Context: an optimization exercise on an open-source flow, tuned for small area and a short achievable clock period. The choices shown serve that exercise and are no tape-out recipe. In this exercise RTL edits were held to simulation tests only and were not proved equivalent to the original. Power is estimated from default activity; no workload was simulated.

==> inputs of run a <==
// orderBook
module orderBook (
    input  logic        clkIn,
    input  logic        rstIn,
    input  logic        msgValid,
    input  logic [65:0] msg,
    output logic [63:0] bestBid,
    output logic [63:0] bestAsk,
    output logic        bidUpdated,
    output logic        askUpdated
);
    localparam int DEPTH = 8;
    localparam int LVL_W = 32 + 32;
    localparam int SH_W  = 32;
    orderBookPkg::orderMsgT msgR;
    logic       isSellR;
    logic [2:1] validPipe;
    always_ff @(posedge clkIn) begin : msgCapture
        if (msgValid) begin
            msgR    <= {msg[65:32], msg[31:0] ^ {32{msg[65]}}};
            isSellR <= !msg[64];
        end
    end
    always_ff @(posedge clkIn) begin : validReg
        if (rstIn) begin
            validPipe <= '0;
        end else begin
            validPipe <= {validPipe[1], msgValid};
        end
    end
    logic [DEPTH:1][LVL_W-1:0] bidLevels;
    logic [DEPTH:1][LVL_W-1:0] askLevels;
    logic [DEPTH:1]            matchR;
    logic [DEPTH:1]            higherR;
    logic [DEPTH:1]            lowerR;
    logic [DEPTH:1]            betterR;
    localparam int PR_W   = 32;
    localparam int HALF_P = PR_W / 2;
    for (genvar n = 1; n <= DEPTH; n++) begin : gNode
        orderBookPkg::priceT sidePrice;
        assign sidePrice[HALF_P-1:0]    = msgR.isBuy ? bidLevels[n][SH_W +: HALF_P]
                                                     : askLevels[n][SH_W +: HALF_P];
        assign sidePrice[PR_W-1:HALF_P] = isSellR ? askLevels[n][SH_W+HALF_P +: PR_W-HALF_P]
                                                  : bidLevels[n][SH_W+HALF_P +: PR_W-HALF_P];
        levelNode node (
            .clkIn       (clkIn),
            .msgPrice    (msgR.price),
            .levelPrice  (sidePrice),
            .priceMatch  (matchR[n]),
            .priceHigher (higherR[n]),
            .priceLower  (lowerR[n])
        );
    end
    assign betterR = msgR.isBuy ? higherR : lowerR;
    localparam int CH_W = 4;
    localparam int NCH  = SH_W / CH_W;
    orderBookPkg::sharesT     matchShares;
    logic [NCH-1:0][CH_W-1:0] sum0;
    logic [NCH-1:0][CH_W-1:0] sum1;
    logic [NCH-1:0]           carry0;
    logic [NCH-1:0]           carry1;
    logic [NCH-1:0][CH_W-1:0] sum0R;
    logic [NCH-1:0][CH_W-1:0] sum1R;
    logic [NCH-1:0]           carry0R;
  ...
==> module levelNode, before the edit <==
module levelNode (
    input  logic                  clkIn,
    input  orderBookPkg::priceT   msgPrice,
    input  orderBookPkg::priceT   levelPrice,
    output logic                  priceMatch,
    output logic                  priceHigher,
    output logic                  priceLower
);
    logic msgHigher;
    logic msgEqual;
    cmpTree #(
        .W      (32),
        .LEVELS (5)
    ) cmp (
        .a  (msgPrice),
        .b  (levelPrice),
        .gt (msgHigher),
        .eq (msgEqual)
    );
    always_ff @(posedge clkIn) begin : flagReg
        priceMatch  <= msgEqual;
        priceHigher <= msgHigher;
        priceLower  <= !(msgHigher || msgEqual);
    end
endmodule
==> module orderBook, before the edit <==
module orderBook (
    input  logic        clkIn,
    input  logic        rstIn,
    input  logic        msgValid,
    input  logic [65:0] msg,
    output logic [63:0] bestBid,
    output logic [63:0] bestAsk,
    output logic        bidUpdated,
    output logic        askUpdated
);
    localparam int DEPTH = 8;
    localparam int LVL_W = 32 + 32;
    localparam int SH_W  = 32;
    orderBookPkg::orderMsgT msgR;
    logic       isSellR;
    logic [2:1] validPipe;
    always_ff @(posedge clkIn) begin : msgCapture
        if (msgValid) begin
            msgR    <= {msg[65:32], msg[31:0] ^ {32{msg[65]}}};
            isSellR <= !msg[64];
        end
    end
    always_ff @(posedge clkIn) begin : validReg
        if (rstIn) begin
            validPipe <= '0;
        end else begin
            validPipe <= {validPipe[1], msgValid};
        end
    end
    logic [DEPTH:1][LVL_W-1:0] bidLevels;
    logic [DEPTH:1][LVL_W-1:0] askLevels;
    logic [DEPTH:1]            matchR;
    logic [DEPTH:1]            higherR;
    logic [DEPTH:1]            lowerR;
    logic [DEPTH:1]            betterR;
    localparam int PR_W   = 32;
    localparam int HALF_P = PR_W / 2;
    for (genvar n = 1; n <= DEPTH; n++) begin : gNode
        orderBookPkg::priceT sidePrice;
        assign sidePrice[HALF_P-1:0]    = msgR.isBuy ? bidLevels[n][SH_W +: HALF_P]
                                                     : askLevels[n][SH_W +: HALF_P];
        assign sidePrice[PR_W-1:HALF_P] = isSellR ? askLevels[n][SH_W+HALF_P +: PR_W-HALF_P]
                                                  : bidLevels[n][SH_W+HALF_P +: PR_W-HALF_P];
        levelNode node (
            .clkIn       (clkIn),
            .msgPrice    (msgR.price),
            .levelPrice  (sidePrice),
            .priceMatch  (matchR[n]),
            .priceHigher (higherR[n]),
            .priceLower  (lowerR[n])
        );
    end
    assign betterR = msgR.isBuy ? higherR : lowerR;
    localparam int CH_W = 4;
    localparam int NCH  = SH_W / CH_W;
    orderBookPkg::sharesT     matchShares;
    logic [NCH-1:0][CH_W-1:0] sum0;
    logic [NCH-1:0][CH_W-1:0] sum1;
    logic [NCH-1:0]           carry0;
    logic [NCH-1:0]           carry1;
    logic [NCH-1:0][CH_W-1:0] sum0R;
    logic [NCH-1:0][CH_W-1:0] sum1R;
    logic [NCH-1:0]           carry0R;
    logic [NCH-1:0]           carry1R;
    logic [NCH:0]             carryIn;
    logic [NCH-1:0]           carryNoIn;
    orderBookPkg::sharesT     newSharesR;
    logic                     coveredR;
    orderBookPkg::sharesT     bidMatchShares;
    orderBookPkg::sharesT     askMatchShares;
    always_comb begin : matchMux
        bidMatchShares = '0;
        askMatchShares = '0;
        for (int i = 1; i <= DEPTH; i++) begin
            bidMatchShares = bidMatchShares | ({SH_W{matchR[i]}} & bidLevels[i][SH_W-1:0]);
            askMatchShares = askMatchShares | ({SH_W{matchR[i]}} & askLevels[i][SH_W-1:0]);
        end
    end
    assign matchShares = msgR.isBuy ? bidMatchShares : askMatchShares;
    for (genvar j = 0; j < NCH; j++) begin : gChunk
        ksAdderSel #(
            .W      (CH_W),
            .LEVELS (2)
        ) chunkAdd (
            .a    (matchShares[j*CH_W +: CH_W]),
            .b    (msgR.shares[j*CH_W +: CH_W]),
            .sum0 (sum0[j]),
            .sum1 (sum1[j]),
            .co0  (carry0[j]),
            .co1  (carry1[j])
        );
    end
    ksCarry #(
        .W      (NCH),
        .LEVELS (3)
    ) coverCarry (
        .gen  (carry0),
        .prop (carry1),
        .ci   (1'b0),
        .co   (carryNoIn)
    );
    always_ff @(posedge clkIn) begin : sharesReg
        sum0R    <= sum0;
        sum1R    <= sum1;
        carry0R  <= carry0;
        carry1R  <= carry1;
        coveredR <= !carryNoIn[NCH-1];
    end
    assign carryIn[0] = msgR.isDelete;
    ksCarry #(
        .W      (NCH),
        .LEVELS (3)
    ) sumCarry (
        .gen  (carry0R),
        .prop (carry1R),
        .ci   (msgR.isDelete),
        .co   (carryIn[NCH:1])
    );
    for (genvar j = 0; j < NCH; j++) begin : gSel
        assign newSharesR[j*CH_W +: CH_W] = carryIn[j] ? sum1R[j] : sum0R[j];
    end
    bookSide #(
        .BUY_SIDE (1'b1)
    ) bidSide (
        .clkIn      (clkIn),
        .rstIn      (rstIn),
        .sideValid  (validPipe[2] && msgR.isBuy),
        .msgR       (msgR),
        .matchR     (matchR),
        .betterR    (betterR),
        .coveredR   (coveredR),
        .newSharesR (newSharesR),
        .levels     (bidLevels),
        .best       (bestBid),
        .updated    (bidUpdated)
    );
    bookSide #(
        .BUY_SIDE (1'b0)
    ) askSide (
        .clkIn      (clkIn),
        .rstIn      (rstIn),
        .sideValid  (validPipe[2] && isSellR),
        .msgR       (msgR),
        .matchR     (matchR),
        .betterR    (betterR),
        .coveredR   (coveredR),
        .newSharesR (newSharesR),
        .levels     (askLevels),
        .best       (bestAsk),
        .updated    (askUpdated)
    );
endmodule
export LEC_CHECK = 0
export CAP_MARGIN = 20
export CORE_MARGIN = 2
export CORE_UTILIZATION = 45
export CTS_CLUSTER_DIAMETER = 80
export CTS_CLUSTER_SIZE = 25
export SETUP_SLACK_MARGIN = 2.4
export SLEW_MARGIN = 20
create_clock -name core_clock -period 5.0 [get_ports {clkIn}]
standard.sh (not shown) runs the stock make flow with config.mk's settings and CLKGATE_MAP_FILE= SYNTH_SCRIPT=/design/flow/synth_recipe.tcl, a recipe that flattens the netlist after the stock synthesis.
==> flow/flow/run.sh <==
#!/bin/bash
# The standard layout (standard.sh, all steps), with some cells added to the
# platform's don't-use list for synthesis and repair:
#  - full and half adder cells, so that Yosys leaves adders and compares as
#    plain gates and abc maps them together with the logic around them,
#    instead of splitting them into adder cells that abc cannot time through;
#  - a few slow wide cells (or4, nor4, a2111, o2111, a41, o41).
# The registers, their names and cell types are those of the standard
# synthesis. Output goes to flow_make.log here and to ORFS's own logs under
# orfs/logs.
set -euo pipefail
here=$(pwd)
platform_dont_use=$(make -C "$FLOW_HOME" DESIGN_CONFIG="$FLOW_CONFIG" WORK_HOME="$here/orfs" \
    print-DONT_USE_CELLS 2> "$here/flow_dont_use.log" | sed -n 's/^DONT_USE_CELLS: //p')
if [[ -z "$platform_dont_use" ]]; then
    echo "could not read the platform's DONT_USE_CELLS" >&2
    exit 1
fi
extra=$(tr '\n' ' ' < "$here/flow/extra_dont_use.txt")
echo "DONT_USE_CELLS=$platform_dont_use $extra" > "$here/flow_dont_use.txt"
bash "$here/standard.sh" "DONT_USE_CELLS=$platform_dont_use $extra" finish > "$here/flow_make.log" 2>&1
test -f "$here/out/final.def"
==> flow/flow/extra_dont_use.txt <==
sky130_fd_sc_hd__fa_* sky130_fd_sc_hd__ha_* sky130_fd_sc_hd__or4_* sky130_fd_sc_hd__or4b_* sky130_fd_sc_hd__or4bb_* sky130_fd_sc_hd__a2111o_* sky130_fd_sc_hd__a2111oi_* sky130_fd_sc_hd__a41o_* sky130_fd_sc_hd__a41oi_* sky130_fd_sc_hd__nor4_* sky130_fd_sc_hd__nor4b_* sky130_fd_sc_hd__nor4bb_* sky130_fd_sc_hd__o2111a_* sky130_fd_sc_hd__o2111ai_* sky130_fd_sc_hd__o41a_* sky130_fd_sc_hd__o41ai_*
==> run b: changes against run a <==
--- a/flow/design.v
+++ b/flow/design.v
@@ -110,9 +110,11 @@
 module levelNode (
     input  logic                  clkIn,
+    input  logic                  isBuy,
+    input  logic                  isSell,
     input  orderBookPkg::priceT   msgPrice,
     input  orderBookPkg::priceT   levelPrice,
-    output logic                  priceMatch,
-    output logic                  priceHigher,
-    output logic                  priceLower
+    output logic                  bidMatch,
+    output logic                  askMatch,
+    output logic                  priceBetter
 );
     logic msgHigher;
@@ -128,7 +130,7 @@
     );
     always_ff @(posedge clkIn) begin : flagReg
-        priceMatch  <= msgEqual;
-        priceHigher <= msgHigher;
-        priceLower  <= !(msgHigher || msgEqual);
+        bidMatch <= msgEqual && isBuy;
+        askMatch <= msgEqual && isSell;
+        priceBetter <= isBuy ? msgHigher : !(msgHigher || msgEqual);
     end
 endmodule
@@ -240,7 +242,6 @@
     logic [DEPTH:1][LVL_W-1:0] bidLevels;
     logic [DEPTH:1][LVL_W-1:0] askLevels;
-    logic [DEPTH:1]            matchR;
-    logic [DEPTH:1]            higherR;
-    logic [DEPTH:1]            lowerR;
+    logic [DEPTH:1]            bidMatchR;
+    logic [DEPTH:1]            askMatchR;
     logic [DEPTH:1]            betterR;
     localparam int PR_W   = 32;
@@ -254,12 +255,13 @@
         levelNode node (
             .clkIn       (clkIn),
+            .isBuy       (msgR.isBuy),
+            .isSell      (isSellR),
             .msgPrice    (msgR.price),
             .levelPrice  (sidePrice),
-            .priceMatch  (matchR[n]),
-            .priceHigher (higherR[n]),
-            .priceLower  (lowerR[n])
+            .bidMatch    (bidMatchR[n]),
+            .askMatch    (askMatchR[n]),
+            .priceBetter (betterR[n])
         );
     end
-    assign betterR = msgR.isBuy ? higherR : lowerR;
     localparam int CH_W = 4;
     localparam int NCH  = SH_W / CH_W;
@@ -277,15 +279,12 @@
     orderBookPkg::sharesT     newSharesR;
     logic                     coveredR;
-    orderBookPkg::sharesT     bidMatchShares;
-    orderBookPkg::sharesT     askMatchShares;
     always_comb begin : matchMux
-        bidMatchShares = '0;
-        askMatchShares = '0;
+        matchShares = '0;
         for (int i = 1; i <= DEPTH; i++) begin
-            bidMatchShares = bidMatchShares | ({SH_W{matchR[i]}} & bidLevels[i][SH_W-1:0]);
-            askMatchShares = askMatchShares | ({SH_W{matchR[i]}} & askLevels[i][SH_W-1:0]);
+            matchShares = matchShares |
+                          ({SH_W{bidMatchR[i]}} & bidLevels[i][SH_W-1:0]) |
+                          ({SH_W{askMatchR[i]}} & askLevels[i][SH_W-1:0]);
         end
     end
-    assign matchShares = msgR.isBuy ? bidMatchShares : askMatchShares;
     for (genvar j = 0; j < NCH; j++) begin : gChunk
         ksAdderSel #(
@@ -337,5 +336,5 @@
         .sideValid  (validPipe[2] && msgR.isBuy),
         .msgR       (msgR),
-        .matchR     (matchR),
+        .matchR     (bidMatchR),
         .betterR    (betterR),
         .coveredR   (coveredR),
@@ -352,5 +351,5 @@
         .sideValid  (validPipe[2] && isSellR),
         .msgR       (msgR),
-        .matchR     (matchR),
+        .matchR     (askMatchR),
         .betterR    (betterR),
         .coveredR   (coveredR),
==> qor summary <==
| quantity | run a | run b |
|---|---|---|
| Outcome | no timing/DRC/antenna violations | no timing/DRC/antenna violations |
| Worst setup endpoint | gNode[1].node.priceMatch | gNode[6].node.bidMatch |
| Pin count of the biggest net entering global routing | 89 | 75 |
| Antenna violations before repair | 19 | 23 |
| Combinational group share of total power | 0.220 | 0.162 |
| Static leakage | 27.4 nW | 26.8 nW |
| Total clock network power | 7.02 mW | 7.38 mW |
| Post-route core utilization | 0.543 | 0.531 |
| Arrival time of the worst setup path | 3810 ps | 3620 ps |
| Cell area after technology mapping | 0.0600 sq mm | 0.0610 sq mm |
| Chip height | 369 microns | 372 microns |
| Switching Fraction | 0.321 | 0.314 |
| Area post-placement | 0.0628 sq mm | 0.0632 sq mm |
| Number of resized instances in the post-cts repair step | 886 | 651 |
| Share of synthesized area occupied by flip-flops and latches | 0.432 | 0.425 |

[static timing again, ports no longer ideal]
How much do the figures lean on ideal ports? The routed layouts below were timed once more, with nothing changed but the port constraints. Step 1: set_driving_cell puts a clkbuf_16 on clkIn and a buf_2 on each other input, an assumption about the parent block. Step 2, shift: input delay + t, output delay - t, t = (earliest + latest rising clock arrival at the registers) / 2. This alone moves slack from input paths to output paths. Three values: no drivers, after step 1, after step 2; two values: the first two.
| run | t, ns | setup WS [ns] | latest minus earliest clock arrival (ns) | slew at the worst register clock pin (ns) |
|---|---|---|---|---|
| run a | 0.824 | 1.772 / 1.772 / 1.518 | 0.045 / 0.045 | 0.11 / 0.11 |
| run b | 0.829 | 2.025 / 2.025 / 1.414 | 0.061 / 0.060 | 0.11 / 0.11 |
After both steps every run listed still meets setup and hold. The setup slack of run b, which loses most, moves by 0.000 ns with the drivers and by -0.611 ns with both steps.
